Context: an optimization exercise on an open-source flow, tuned for small area. The choices shown serve that exercise and are no tape-out recipe.
In this exercise RTL edits were held to simulation tests only and were not proved equivalent to the original.
No activity file was given, so power comes from the tool's default toggle rates.

== build 15 ==
// fi_inject_ctrl
module fi_inject_ctrl
#(
  parameter int DATA_W = 32,
  parameter int NUM_CH = 4,
  parameter int CNT_W  = 16
) (
  input  logic                                      dla_core_clk,
  input  logic                                      dla_core_rst,
  input  logic [NUM_CH*DATA_W-1:0]                  data_in,
  output logic [NUM_CH*DATA_W-1:0]                  data_out,
  input  logic                                      cfg_we,
  input  logic [(NUM_CH > 1 ? $clog2(NUM_CH) : 1)-1:0] cfg_ch,
  input  logic [FI_MODE_W-1:0]                      cfg_mode,
  input  logic [DATA_W-1:0]                         cfg_mask,
  input  logic [CNT_W-1:0]                          cfg_start,
  input  logic [CNT_W-1:0]                          cfg_dur,
  output logic [CNT_W-1:0]                          cycle_cnt,
  output logic [NUM_CH-1:0]                         inj_active,
  output logic [NUM_CH-1:0]                         inj_done
  ,
  output logic [NUM_CH*CNT_W-1:0]                   hit_cnt
);
Size: ~1700 cells after synthesis, ~420 I/O pins.
==> flow/config.mk <==
export PLATFORM = sky130hd
export DESIGN_NAME = fi_inject_ctrl
export DESIGN_NICKNAME = fi_inject_ctrl
export VERILOG_FILES = /design/flow/design.v
export SDC_FILE = /design/flow/constraint.sdc
export NUM_CORES = 4
export LEC_CHECK = 0
export CAP_MARGIN = 20
export CORE_MARGIN = 2
export CORE_UTILIZATION = 70
export PLACE_DENSITY = 0.78
export SLEW_MARGIN = 20
==> flow/constraint.sdc <==
create_clock -name core_clock -period 6.0 [get_ports {dla_core_clk}]
set_input_delay 1.2000 -clock core_clock [delete_from_list [all_inputs] [get_ports {dla_core_clk}]]
set_output_delay 1.2000 -clock core_clock [all_outputs]
set_load 0.01 [all_outputs]
standard.sh (not shown) runs the stock make flow with config.mk's settings and CLKGATE_MAP_FILE= SYNTH_SCRIPT=/design/flow/synth_recipe.tcl, a recipe that flattens the netlist after the stock synthesis.
==> flow/flow/run.sh <==
#!/bin/bash
set -euo pipefail
cd "$(dirname "$0")/.."
W=$(pwd)
R=$W/orfs/results/$FLOW_PLATFORM/fi_inject_ctrl/base
export BUFFER_PORTS_ARGS="-buffer_cell sky130_fd_sc_hd__buf_1"
export CTS_ARGS="-sink_clustering_enable -repair_clock_nets -dont_use_dummy_load -buf_list {sky130_fd_sc_hd__clkbuf_8} -sink_clustering_size 18 -sink_clustering_max_diameter 55"
bash standard.sh synth > standard_synth.log 2>&1
cp $R/1_2_yosys.v $W/standard_1_2_yosys.v
export REMAP_LIB=$FLOW_HOME/platforms/$FLOW_PLATFORM/lib/sky130_fd_sc_hd__tt_025C_1v80.lib
export REMAP_NETLIST=$W/standard_1_2_yosys.v
export REMAP_TOP=$FLOW_TOP
export REMAP_SCRIPT=$W/flow/remap.abc
export REMAP_OUT=$W/remap_1_2_yosys.v
export REMAP_STAT=$W/remap_stat.txt
export REMAP_SEQ="$(grep -oE 'sky130_fd_sc_hd__(df|edf|sdf|sedf|dl)[a-z0-9_]*' $REMAP_NETLIST | sort -u | tr '\n' ' ')"
export REMAP_DONT_USE="$(grep -oE -- '-dont_use [^ ]+' $W/orfs/logs/$FLOW_PLATFORM/fi_inject_ctrl/base/1_2_yosys.log | sort -u | tr '\n' ' ')"
"${YOSYS_EXE:-$FLOW_HOME/../tools/install/yosys/bin/yosys}" -c $W/flow/remap.tcl > remap_yosys.log 2>&1
cp $REMAP_OUT $R/1_2_yosys.v
bash standard.sh > standard_flow.log 2>&1
==> flow/flow/remap.abc <==
&get -n
&st
&dch
&nf -R 1000
&put
&get -n
&st
&dch
&nf -R 1000
&put
&get -n
&st
&dch
&nf -R 1000
&put
&get -n
&st
&dch
&nf -R 1000
&put
==> flow/flow/remap.tcl <==
# Re-map the combinational logic of the standard synthesis netlist for area.
# Registers are kept as they are (same instances, names and cells); only the
# logic between them is re-optimised by ABC and mapped again to the library.
set lib $::env(REMAP_LIB)
set netlist $::env(REMAP_NETLIST)
yosys read_liberty -ignore_miss_func -overwrite $lib
yosys read_verilog $netlist
yosys hierarchy -top $::env(REMAP_TOP)
# Keep every sequential cell as a black-box instance.
foreach m [split [string trim $::env(REMAP_SEQ)] " "] {
  if {$m ne ""} { yosys setattr -mod -set keep_hierarchy 1 $m }
}
yosys flatten
# Hide the wires flattening names after the cells' pins, so ports keep their names.
yosys rename -hide w:*.*
yosys opt_clean -purge
yosys abc -liberty $lib {*}$::env(REMAP_DONT_USE) -script $::env(REMAP_SCRIPT)
yosys opt_clean -purge
yosys hilomap -singleton -hicell sky130_fd_sc_hd__conb_1 HI -locell sky130_fd_sc_hd__conb_1 LO
yosys insbuf -buf sky130_fd_sc_hd__buf_4 A X
yosys splitnets
yosys opt_clean -purge
yosys select $::env(REMAP_TOP)
yosys tee -o $::env(REMAP_STAT) stat -liberty $lib
yosys write_verilog -noattr -nohex -nodec -selected $::env(REMAP_OUT)
Build 15 was carried through to the last stage, and its layout satisfied the timing, DRC and antenna checks.
For build 26, these inputs were changed with respect to build 15:
Settings: CORE_UTILIZATION now 60, was 70; PLACE_DENSITY now 0.7, was 0.78.
--- a/flow/flow/run.sh
+++ b/flow/flow/run.sh
@@ -5,5 +5,5 @@
 R=$W/orfs/results/$FLOW_PLATFORM/fi_inject_ctrl/base
 export BUFFER_PORTS_ARGS="-buffer_cell sky130_fd_sc_hd__buf_1"
-export CTS_ARGS="-sink_clustering_enable -repair_clock_nets -dont_use_dummy_load -buf_list {sky130_fd_sc_hd__clkbuf_8} -sink_clustering_size 18 -sink_clustering_max_diameter 55"
+export CTS_ARGS="-sink_clustering_enable -repair_clock_nets -dont_use_dummy_load -buf_list {sky130_fd_sc_hd__clkbuf_8} -sink_clustering_size 16 -sink_clustering_max_diameter 50"
 bash standard.sh synth > standard_synth.log 2>&1
 cp $R/1_2_yosys.v $W/standard_1_2_yosys.v
==> flow/flow/remap.abc <==
&get -n
&st
&dch
&nf -R 1000
&put
&get -n
&st
&dch
&nf -R 1000
&put
[summary]
There was hardly any difference in fraction of cell area in non-clock buffers between build 15 and build 26. Build 26: cell total after placement about 3.6% above build 15. The count of nets after finishing reported for build 26 is greater than that of build 15 by 33. Largest fanout on the critical path down 2 in build 26 wrt build 15. Build 26 against build 15; clock-buffer cell count is up by more than 10%. Build 26 vs. build 15: number of stages on the worst setup path grew by 3, all-layer global routing usage shows a reduction of 7.0 points.
Modified inputs, build 58 compared to build 26
Settings: CORE_UTILIZATION: 60 -> 70; PLACE_DENSITY: 0.7 -> 0.78.
--- a/flow/flow/remap.abc
+++ b/flow/flow/remap.abc
@@ -9,2 +9,12 @@
 &nf -R 1000
 &put
+&get -n
+&st
+&dch
+&nf -R 1000
+&put
+&get -n
+&st
+&dch
+&nf -R 1000
+&put
==> run notes <==
Sequential fraction of design power: build 58 > build 26
Worst setup slack delta (build 58 − build 26): favourable
In build 58 the leakage power turned out 0.76% lower than in build 26.
Peak clock frequency supported by timing, build 26 and build 58: lower on build 26
Build 58: per-cell via count in the routed design is 0.45 higher than what build 26 reported.
The cell-internal power reported for build 58 is smaller than that of build 26 by 63 µW.
Minimum setup slack among reg-to-reg paths: build 26 vs build 58, no meaningful difference
The hold slack number comes out lower for build 26 vs build 58.
Input changes introduced in build 23 (baseline for comparison: build 58):
--- a/flow/flow/run.sh
+++ b/flow/flow/run.sh
@@ -11,10 +11,19 @@
 export REMAP_NETLIST=$W/standard_1_2_yosys.v
 export REMAP_TOP=$FLOW_TOP
-export REMAP_SCRIPT=$W/flow/remap.abc
-export REMAP_OUT=$W/remap_1_2_yosys.v
-export REMAP_STAT=$W/remap_stat.txt
 export REMAP_SEQ="$(grep -oE 'sky130_fd_sc_hd__(df|edf|sdf|sedf|dl)[a-z0-9_]*' $REMAP_NETLIST | sort -u | tr '\n' ' ')"
 export REMAP_DONT_USE="$(grep -oE -- '-dont_use [^ ]+' $W/orfs/logs/$FLOW_PLATFORM/fi_inject_ctrl/base/1_2_yosys.log | sort -u | tr '\n' ' ')"
-"${YOSYS_EXE:-$FLOW_HOME/../tools/install/yosys/bin/yosys}" -c $W/flow/remap.tcl > remap_yosys.log 2>&1
-cp $REMAP_OUT $R/1_2_yosys.v
+YOSYS="${YOSYS_EXE:-$FLOW_HOME/../tools/install/yosys/bin/yosys}"
+# Three ABC recipes (remap_a/b/c.abc); keep the netlist with the least cell area.
+best=""; best_area=""
+for r in a b c; do
+  export REMAP_SCRIPT=$W/flow/remap_$r.abc
+  export REMAP_OUT=$W/remap_${r}_1_2_yosys.v
+  export REMAP_STAT=$W/remap_${r}_stat.txt
+  "$YOSYS" -c $W/flow/remap.tcl > remap_${r}_yosys.log 2>&1
+  area=$(grep "Chip area" $REMAP_STAT | awk '{print $NF}')
+  echo "remap $r: $area" >> remap_choice.log
+  if [[ -z "$best" ]] || awk -v a="$area" -v b="$best_area" 'BEGIN{exit !(a<b)}'; then best=$r; best_area=$area; fi
+done
+echo "chosen: $best ($best_area)" >> remap_choice.log
+cp $W/remap_${best}_1_2_yosys.v $R/1_2_yosys.v
 bash standard.sh > standard_flow.log 2>&1
==> flow/flow/remap_a.abc (new file) <==
&get -n
&st
&dch
&nf -R 1000
&put
&get -n
&st
&dch
&nf -R 1000
&put
&get -n
&st
&dch
&nf -R 1000
&put
&get -n
&st
&dch
&nf -R 1000
&put
==> flow/flow/remap_b.abc (new file) <==
&get -n
&st
&dch -f
&nf -R 2000 -a
&put
&get -n
&st
&dch -f
&nf -R 2000 -a
&put
&get -n
&st
&dch -f
&nf -R 2000 -a
&put
&get -n
&st
&dch -f
&nf -R 2000 -a
&put
==> flow/flow/remap_c.abc (new file) <==
&get -n
&st
&dch
&nf -R 1000
&put
&get -n
&st
&dch
&nf -R 1000
&put
removed: flow/flow/remap.abc
==> comparison <==
- Compared build 58 against build 23; placement row count within noise.
- In terms of relative contribution of combinational cells to total power, build 23 and build 58 differ only marginally.
- Layout sequential cell count: build 58 vs build 23 identical
- Diff build 23..build 58 | leftover overflow at the end of global routing | unchanged
- Diff build 58..build 23 | starting density of the core | unchanged
- Build 58 and build 23 ended up with roughly the same routing usage on met2.
Here is what was changed in the inputs of build 86 compared with build 23.
==> flow/flow/run.sh <==
#!/bin/bash
set -euo pipefail
cd "$(dirname "$0")/.."
W=$(pwd)
R=$W/orfs/results/$FLOW_PLATFORM/fi_inject_ctrl/base
export BUFFER_PORTS_ARGS="-buffer_cell sky130_fd_sc_hd__buf_1"
export CTS_ARGS="-sink_clustering_enable -repair_clock_nets -dont_use_dummy_load -buf_list {sky130_fd_sc_hd__clkbuf_8} -sink_clustering_size 16 -sink_clustering_max_diameter 50"
bash standard.sh synth > standard_synth.log 2>&1
cp $R/1_2_yosys.v $W/standard_1_2_yosys.v
export REMAP_LIB=$FLOW_HOME/platforms/$FLOW_PLATFORM/lib/sky130_fd_sc_hd__tt_025C_1v80.lib
export REMAP_NETLIST=$W/standard_1_2_yosys.v
export REMAP_TOP=$FLOW_TOP
export REMAP_SCRIPT=$W/flow/remap.abc
export REMAP_OUT=$W/remap_1_2_yosys.v
export REMAP_STAT=$W/remap_stat.txt
export REMAP_SEQ="$(grep -oE 'sky130_fd_sc_hd__(df|edf|sdf|sedf|dl)[a-z0-9_]*' $REMAP_NETLIST | sort -u | tr '\n' ' ')"
export REMAP_DONT_USE="$(grep -oE -- '-dont_use [^ ]+' $W/orfs/logs/$FLOW_PLATFORM/fi_inject_ctrl/base/1_2_yosys.log | sort -u | tr '\n' ' ')"
"${YOSYS_EXE:-$FLOW_HOME/../tools/install/yosys/bin/yosys}" -c $W/flow/remap.tcl > remap_yosys.log 2>&1
cp $REMAP_OUT $R/1_2_yosys.v
bash standard.sh > standard_flow.log 2>&1
==> flow/flow/remap.abc (new file) <==
&get -n
&st
&dch
&nf -R 1000
&put
&get -n
&st
&dch
&nf -R 1000
&put
removed: flow/flow/remap_a.abc
removed: flow/flow/remap_b.abc
removed: flow/flow/remap_c.abc
### Flow results
Sort build 86 and build 23 by net switching fraction of the power, descending, and build 86 comes first. Power for build 86: about 0.5% up relative to build 23. Diff build 86 and build 23: total number of nets in the final design higher in build 86. Sort build 86 and build 23 by sequential share of layout area desc -> top: build 23. Build 86 against build 23: die area up about 0.7%, net switching power now larger. Build 86: met1 routing resource usage after global routing is 1.2 points higher than what build 23 reported. The period utilization of build 86 is higher than that of build 23. On via count, build 86 does worse than build 23. Build 86 vs build 23 — routed wire length climbed slightly. On core area, build 86 and build 23 are basically level.

what the ideal ports hide:
The flow's constraints put no driver on any port. The routed layouts listed below were extracted and timed again, unchanged, in two steps.
Step 1 (the two cells are an assumption about what drives the block):
set clk [get_ports {dla_core_clk}]
set_driving_cell -lib_cell sky130_fd_sc_hd__clkbuf_16 $clk
set_driving_cell -lib_cell sky130_fd_sc_hd__buf_2 [delete_from_list [all_inputs] $clk]
Step 2 adds t to the input delays and takes it off the output delays; t is the mean of the earliest and latest rising clock arrival at the registers after step 1. Input paths then give back, and output paths get back, about the clock's delay inside the block.
a / b / c = ideal / step 1 / step 2; a / b = the first two.
| run | shift t [ns] | setup slack, ns | hold WS [ns] |
|---|---|---|---|
| build 15 | 0.610 | 0.212 / 0.166 / 0.490 | 0.500 / 0.500 / 0.500 |
| build 26 | 0.628 | 0.228 / 0.179 / 0.523 | 0.481 / 0.481 / 0.481 |
| build 58 | 0.609 | 0.290 / 0.241 / 0.544 | 0.501 / 0.501 / 0.501 |
| build 23 | 0.609 | 0.290 / 0.241 / 0.544 | 0.501 / 0.501 / 0.501 |
| build 86 | 0.625 | 0.172 / 0.120 / 0.079 | 0.479 / 0.479 / 0.479 |
After both steps every run listed still meets setup and hold. The setup slack of build 86, which loses most, moves by -0.052 ns with the drivers and by -0.093 ns with both steps.
